This design comes from an exercise in tuning for small area, a short achievable clock period and few clock cycles on the open sky130 flow, not from production work. Where RTL was checked, it was by simulation tests only, not by an equivalence proof against the original. Power figures rest on the tool's default switching activity, not on a simulated workload.

## xenon
// mult_div_unit
module mult_div_unit #(
  parameter int DATA_W    = mult_div_unit_pkg::MD_DATA_W,
  parameter int DIV_STEPS = mult_div_unit_pkg::MD_DIV_STEPS
) (
  input  logic              clk,
  input  logic              rst,
  input  logic              flush,
  input  logic              en,
  input  logic [5:0]        funct,
  input  logic [DATA_W-1:0] operand_1,
  input  logic [DATA_W-1:0] operand_2,
  output logic              busy,
  output logic [DATA_W-1:0] hi,
  output logic [DATA_W-1:0] lo,
  output logic              done
);
  mult_div_unit_pkg::md_state_e state;
  logic        last_q;       
  logic [4:0]  cnt_q;        
  logic [5:0]  sel_q;        
  logic        neg_a_q;      
  logic        neg_b_q;
  logic        div_zero_q;
  logic [5:0]  clz_a_q;      
  logic [5:0]  clz_b_q;
  logic        corr_a_q;
  logic        corr_b_q;
  logic [31:0] hi_q;
  logic [31:0] lo_q;
  logic [32:0] a_q;          
  logic [63:0] acc_q;        
  logic        start, is_mul, is_signed;
  logic [32:0] op1_x, op2_x;
  logic        op2_zero;
  logic [31:0] dsgn;
  ...
Settings: LEC_CHECK=0, CAP_MARGIN=20, CORE_MARGIN=2, CORE_UTILIZATION=40, SLEW_MARGIN=20; clock period 10.0 ns.
standard.sh (not shown) runs the stock make flow with config.mk's settings and CLKGATE_MAP_FILE= SYNTH_SCRIPT=/design/flow/synth_recipe.tcl, a recipe that flattens the netlist after the stock synthesis.
==> flow/flow/run.sh <==
#!/bin/bash
# Standard synthesis, then the standard layout with faster port buffers and a tighter
# timing-repair target aimed at the worst paths.
set -euo pipefail
bash standard.sh synth > synth.log 2>&1
bash standard.sh SETUP_SLACK_MARGIN=5.4 TNS_END_PERCENT=10 "BUFFER_PORTS_ARGS=-buffer_cell sky130_fd_sc_hd__buf_2" finish > layout.log 2>&1
What cedar does differently from xenon at the input level:
diff --git a/flow/design.v b/flow/design.v
--- a/flow/design.v
+++ b/flow/design.v
@@ -191,20 +191,19 @@
   logic [63:0] acc_next;
   logic [4:0]  cnt_dec;
   logic [4:0]  win_next;
   logic [5:0]  sel_next;
   mult_div_unit_booth_row u_row0 (.a(a_q), .sel(sel_q[2:0]), .pp(pp0));
   mult_div_unit_booth_row u_row1 (.a(a_q), .sel(sel_q[5:3]), .pp(pp1));
-  logic        u_co;
-  mult_div_unit_add_bk #(42) u_cpa (.a(csa_s), .b(csa_c), .cin(1'b0), .s(u), .cout(u_co));
   always_comb begin
     csa_x    = {2'b00, acc_q[35:0], 1'b0, sel_q[5], 1'b0, sel_q[2]};
     csa_y    = {{7{pp0[34]}}, pp0};
     csa_z    = {{5{pp1[34]}}, pp1, 2'b00};
     csa_s    = csa_x ^ csa_y ^ csa_z;
     csa_c    = {(csa_x[40:0] & csa_y[40:0]) | (csa_x[40:0] & csa_z[40:0]) | (csa_y[40:0] & csa_z[40:0]), 1'b0};
+    u        = csa_s + csa_c;
     up_inc   = acc_q[59:36] + 24'd1;
     up_dec   = acc_q[59:36] - 24'd1;
     up_next  = u[41] ? up_dec : (u[40] ? up_inc : acc_q[59:36]);
     acc_next = {up_next, u[39:0]};
     cnt_dec  = cnt_q - 5'd1;
     win_next = 5'd0;
## What came out
- cedar: PASS, flow complete, no timing, DRC or antenna violations
- Final total power of cedar exceeds that of xenon by more than 10%.
- Sequential share of layout area: cedar and xenon compared, higher one is xenon
- Changes observed in cedar relative to xenon: largest net degree at the start of global routing decreased 13; effective utilization at floorplan went down 0.31 points.
- Row share of the core filled with cells: cedar higher / xenon lower
No functional check of the RTL was part of any run of this note.

* * *

Setup of the reference run:
mult_div_unit, a different RTL version from the one above (not shown whole).
Size: ~3600 cells after synthesis, roughly 190 flip-flops, roughly 140 I/O pins, roughly 25000 um2 of cells after synthesis.
==> flow/config.mk <==
export PLATFORM = sky130hd
export DESIGN_NAME = mult_div_unit
export DESIGN_NICKNAME = mult_div_unit
export VERILOG_FILES = /design/flow/design.v
export SDC_FILE = /design/flow/constraint.sdc
export NUM_CORES = 4
export LEC_CHECK = 0
export CAP_MARGIN = 20
export CORE_MARGIN = 2
export CORE_UTILIZATION = 40
export SLEW_MARGIN = 20
==> flow/constraint.sdc <==
create_clock -name core_clock -period 10.0 [get_ports {clk}]
set_input_delay 2.0000 -clock core_clock [delete_from_list [all_inputs] [get_ports {clk}]]
set_output_delay 2.0000 -clock core_clock [all_outputs]
set_load 0.01 [all_outputs]
Scripts as last shown in full above: flow/flow/run.sh
Testbench counts of the reference run, summed over its fixed seeds: cycles 31,046.
Inputs modified between the reference run and the trial run:
diff --git a/flow/design.v b/flow/design.v
--- a/flow/design.v
+++ b/flow/design.v
@@ -272,34 +272,34 @@
           if (cnt_q == 5'd0) state <= last_q ? mult_div_unit_pkg::MD_IDLE : mult_div_unit_pkg::MD_FIX;
         end
         mult_div_unit_pkg::MD_FIX: begin
           last_q <= 1'b0;
           state  <= mult_div_unit_pkg::MD_IDLE;
         end
         default: state <= mult_div_unit_pkg::MD_IDLE;
       endcase
     end
   end
   always_ff @(posedge clk) begin
+    swap_q     <= swap;
+    div_zero_q <= op2_zero;
+    clz_a_q    <= clz_y1;
+    clz_b_q    <= clz_y2;
+    corr_a_q   <= corr1;
+    corr_b_q   <= corr2;
     case (state)
       mult_div_unit_pkg::MD_IDLE: begin
         a_q        <= swap ? op2_x : op1_x;
-        swap_q     <= swap;
         acc_q      <= {is_mul ? 32'd0 : operand_2, 32'd0};
         cnt_q      <= k_init;
         sel_q      <= sel_init;
-        div_zero_q <= op2_zero;
-        clz_a_q    <= clz_y1;
-        clz_b_q    <= clz_y2;
-        corr_a_q   <= corr1;
-        corr_b_q   <= corr2;
       end
       mult_div_unit_pkg::MD_MUL: begin
         a_q   <= swap_q ? op2_x : op1_x;
         acc_q <= acc_next;
         cnt_q <= cnt_dec;
         sel_q <= sel_next;
       end
       mult_div_unit_pkg::MD_NORM: begin
         a_q   <= {1'b0, a_abs};
         acc_q <= {d_abs << sh, 32'd0};
         cnt_q <= sh;
==> comparison <==
- The trial run vs. the reference run: design area decreased about 3%, routability congestion estimate went up by 4.2%, proportion of power drawn by combinational gates decreased 1.8 points.
- On reported leakage power, the reference run loses to the trial run.
- Looking at worst hold slack across both flows, the trial run is the weaker of the two, with the reference run ahead.
- Looking only at total power, and setting everything else aside, the lower value of the trial run and the reference run goes to the trial run.
- Compared with the reference run, the trial run shows core area lower by 2200 um2.
- Comparing the two runs side by side, the trial run comes out ahead of the reference run on synthesized cell area.
For the trial run, only the layout was checked, not whether the RTL still works.

* * *

Another version of the RTL of mult_div_unit (not shown whole).
For scale: ~190 flip-flops, roughly 140 I/O pins, about 25000 um^2 of cells after synthesis.
// mult_div_unit
module mult_div_unit #(
  parameter int DATA_W    = mult_div_unit_pkg::MD_DATA_W,
  parameter int DIV_STEPS = mult_div_unit_pkg::MD_DIV_STEPS
) (
  input  logic              clk,
  input  logic              rst,
  input  logic              flush,
  input  logic              en,
  input  logic [5:0]        funct,
  input  logic [DATA_W-1:0] operand_1,
  input  logic [DATA_W-1:0] operand_2,
  output logic              busy,
  output logic [DATA_W-1:0] hi,
  output logic [DATA_W-1:0] lo,
  output logic              done
);
  mult_div_unit_pkg::md_state_e state;
  logic        last_q;       
  logic [4:0]  cnt_q;        
  logic [5:0]  sel_q;        
  logic        neg_a_q;      
  logic        neg_b_q;
  logic        div_zero_q;
  logic        swap_q;       
  logic [5:0]  clz_a_q;      
  logic [5:0]  clz_b_q;
  logic        corr_a_q;
  logic        corr_b_q;
  logic [31:0] hi_q;
  logic [31:0] lo_q;
  logic [32:0] a_q;          
  logic [63:0] acc_q;        
  logic        start, is_mul, is_signed;
  logic [32:0] op1_x, op2_x;
  logic        op2_zero;
  logic [31:0] dsgn;
  logic [4:0]  k1, k2, k_init;
  logic [4:0]  win1, win2, win_init;
  logic [5:0]  sel_init;
  logic        swap;
  logic [32:0] mplier;
  logic [36:0] e_in;
  logic [31:0] y1, y2;
  logic [5:0]  clz_y1, clz_y2;
  logic        corr1, corr2;
  function automatic logic [9:0] md_chunks(input logic [32:0] x);
    logic [31:0] d;
    logic [8:1]  f;
    logic [36:0] e;
    logic [4:0]  k;
    logic [4:0]  w;
    d = x[31:0] ^ {32{x[32]}};
    for (int i = 1; i <= 8; i++) f[i] = (d >> (4*i-1)) == 32'd0;
    e = {{3{x[32]}}, x, 1'b0};
    k = 5'd8;
    w = e[36:32];
    for (int i = 8; i >= 1; i--) if (f[i]) k = 5'(i - 1);
    for (int j = 0; j < 8; j++) if (f[j+1] && (j == 0 || !f[j])) w = e[4*j +: 5];
    md_chunks = {k, w};
  endfunction
  always_comb begin
    start     = en && !flush && (state == mult_div_unit_pkg::MD_IDLE) && mult_div_unit_pkg::md_is_long_op(funct);
    is_mul    = !funct[1];
    is_signed = !funct[0];
    op1_x     = {is_signed & operand_1[31], operand_1};
    op2_x     = {is_signed & operand_2[31], operand_2};
    op2_zero  = (operand_2 == 32'd0);
    dsgn      = operand_2 ^ {32{op2_x[32]}};
    {k1, win1} = md_chunks(op1_x);
    {k2, win2} = md_chunks(op2_x);
    swap      = k1 < k2;
    k_init    = swap ? k1 : k2;
  ...
clock: 10.0 ns
lec_check: 0
cap_margin: 20
core_margin: 2
core_utilization: 40
slew_margin: 20
Scripts as last shown in full above: flow/flow/run.sh
Rerun with:
--- a/flow/design.v
+++ b/flow/design.v
@@ -148,60 +148,59 @@
   logic        corr_a_q;
   logic        corr_b_q;
   logic [31:0] hi_q;
   logic [31:0] lo_q;
   logic [32:0] a_q;          
   logic [63:0] acc_q;        
   logic        start, is_mul, is_signed;
   logic [32:0] op1_x, op2_x;
   logic        op2_zero;
-  logic [31:0] dsgn;
   logic [4:0]  k1, k2, k_init;
   logic [4:0]  win1, win2, win_init;
-  logic [5:0]  sel_init;
+  logic [8:1]  f1, f2;
   logic        swap;
   logic [32:0] mplier;
   logic [36:0] e_in;
+  logic [5:0]  sel_init;
   logic [31:0] y1, y2;
   logic [5:0]  clz_y1, clz_y2;
   logic        corr1, corr2;
-  function automatic logic [9:0] md_chunks(input logic [32:0] x);
+  function automatic logic [17:0] md_chunks(input logic [32:0] x);
     logic [31:0] d;
     logic [8:1]  f;
     logic [36:0] e;
     logic [4:0]  k;
     logic [4:0]  w;
     d = x[31:0] ^ {32{x[32]}};
     for (int i = 1; i <= 8; i++) f[i] = (d >> (4*i-1)) == 32'd0;
     e = {{3{x[32]}}, x, 1'b0};
     k = 5'd8;
     w = e[36:32];
     for (int i = 8; i >= 1; i--) if (f[i]) k = 5'(i - 1);
     for (int j = 0; j < 8; j++) if (f[j+1] && (j == 0 || !f[j])) w = e[4*j +: 5];
-    md_chunks = {k, w};
+    md_chunks = {f, k, w};
   endfunction
   always_comb begin
     start     = en && !flush && (state == mult_div_unit_pkg::MD_IDLE) && mult_div_unit_pkg::md_is_long_op(funct);
     is_mul    = !funct[1];
     is_signed = !funct[0];
     op1_x     = {is_signed & operand_1[31], operand_1};
     op2_x     = {is_signed & operand_2[31], operand_2};
     op2_zero  = (operand_2 == 32'd0);
-    dsgn      = operand_2 ^ {32{op2_x[32]}};
-    {k1, win1} = md_chunks(op1_x);
-    {k2, win2} = md_chunks(op2_x);
-    swap      = k1 < k2;
+    {f1, k1, win1} = md_chunks(op1_x);
+    {f2, k2, win2} = md_chunks(op2_x);
+    swap      = is_mul && ((f1[3] && !f2[3]) || (f1[5] && !f2[5]));
     k_init    = swap ? k1 : k2;
     win_init  = swap ? win1 : win2;
     mplier    = swap_q ? op1_x : op2_x;
     e_in      = {{3{mplier[32]}}, mplier, 1'b0};
     y1        = operand_1 ^ {32{op1_x[32]}};
-    y2        = dsgn;
+    y2        = operand_2 ^ {32{op2_x[32]}};
     corr1     = op1_x[32] && (((y1 >> 1) & ~y1) == 32'd0);
     corr2     = op2_x[32] && (((y2 >> 1) & ~y2) == 32'd0);
   end
   mult_div_unit_booth_dec u_dec_i0 (.w(win_init[2:0]), .sel(sel_init[2:0]));
   mult_div_unit_booth_dec u_dec_i1 (.w(win_init[4:2]), .sel(sel_init[5:3]));
   mult_div_unit_lzc u_lzc_1 (.x(y1), .n(clz_y1));
   mult_div_unit_lzc u_lzc_2 (.x(y2), .n(clz_y2));
   logic [34:0] pp0, pp1;
   logic [41:0] csa_x, csa_y, csa_z, csa_s, csa_c, u;
@@ -279,47 +278,48 @@
           state  <= mult_div_unit_pkg::MD_IDLE;
         end
         default: state <= mult_div_unit_pkg::MD_IDLE;
       endcase
     end
   end
   always_ff @(posedge clk) begin
     case (state)
       mult_div_unit_pkg::MD_IDLE: begin
-        a_q        <= (is_mul && swap) ? op2_x : op1_x;
+        a_q        <= swap ? op2_x : op1_x;
         swap_q     <= swap;
         acc_q      <= {is_mul ? 32'd0 : operand_2, 32'd0};
         cnt_q      <= k_init;
         sel_q      <= sel_init;
         neg_a_q    <= op1_x[32];
         neg_b_q    <= op2_x[32];
         div_zero_q <= op2_zero;
         clz_a_q    <= clz_y1;
         clz_b_q    <= clz_y2;
         corr_a_q   <= corr1;
         corr_b_q   <= corr2;
       end
       mult_div_unit_pkg::MD_MUL: begin
         acc_q <= acc_next;
         cnt_q <= cnt_dec;
         sel_q <= sel_next;
       end
       mult_div_unit_pkg::MD_NORM: begin
-        a_q          <= {1'b0, a_abs};
-        acc_q[63:32] <= d_abs << sh;
-        cnt_q        <= sh;
+        a_q   <= {1'b0, a_abs};
+        acc_q <= {d_abs << sh, 32'd0};
+        cnt_q <= sh;
+        sel_q <= sel_next;
       end
-      mult_div_unit_pkg::MD_DIV: begin
+      default: begin
         a_q   <= {1'b0, rem_next};
         acc_q <= {(cnt_q == 5'd0) ? quot_next : {1'b0, acc_q[63:33]}, quot_next};
         cnt_q <= cnt_dec;
+        sel_q <= sel_next;
       end
-      default: ;
     endcase
   end
   always_ff @(posedge clk) begin
     if (rst) begin
       hi_q <= '0;
       lo_q <= '0;
     end else if (!flush) begin
       case (state)
         mult_div_unit_pkg::MD_IDLE: begin
Synthesized cell count went up by 6.6%.
Die area is higher by 1.2%.
Worst setup slack improves by 0.13 ns.
Design area falls by 2.8%.
Total power came out lower by 33%.
Via count went up by 1.8%.
First-iteration DRC count rose by 9.8%.
Testbench counts after the change, summed over its fixed seeds: cycles 31,046.
Only the layout flow was run in the first run of this note; the RTL was not checked for function there.

afterwards: timing with drivers on the ports:
How much do the figures lean on ideal ports? The routed layouts below were timed once more, with nothing changed but the port constraints. Step 1 (the two cells are an assumption about what drives the block):
set clk [get_ports {clk}]
set_driving_cell -lib_cell sky130_fd_sc_hd__clkbuf_16 $clk
set_driving_cell -lib_cell sky130_fd_sc_hd__buf_2 [delete_from_list [all_inputs] $clk]
Step 2 times the ports against the registers' clock, not the clock port: input delays grow and output delays shrink by t, the midpoint of the rising clock arrivals with the driver on. Three values: no drivers, after step 1, after step 2; two values: the first two.
| run | t, ns | setup WS [ns] | slew at the worst register clock pin (ns) |
|---|---|---|---|
| xenon | 0.589 | 4.152 / 4.152 / 3.745 | 0.09 / 0.09 |
| cedar | 0.578 | 5.116 / 5.116 / 4.702 | 0.09 / 0.09 |
| the reference run | 0.589 | 5.213 / 5.234 / 4.658 | 0.09 / 0.09 |
| the trial run | 0.591 | 4.987 / 5.027 / 4.436 | 0.09 / 0.09 |
| the first run of note 3 | 0.599 | 4.868 / 4.902 / 4.312 | 0.09 / 0.09 |
| the second run of note 3 | 0.595 | 4.993 / 4.993 / 4.684 | 0.09 / 0.09 |
After both steps every run listed still meets setup and hold. The setup slack of the first run of note 3, which loses most, moves by +0.034 ns with the drivers and by -0.556 ns with both steps.
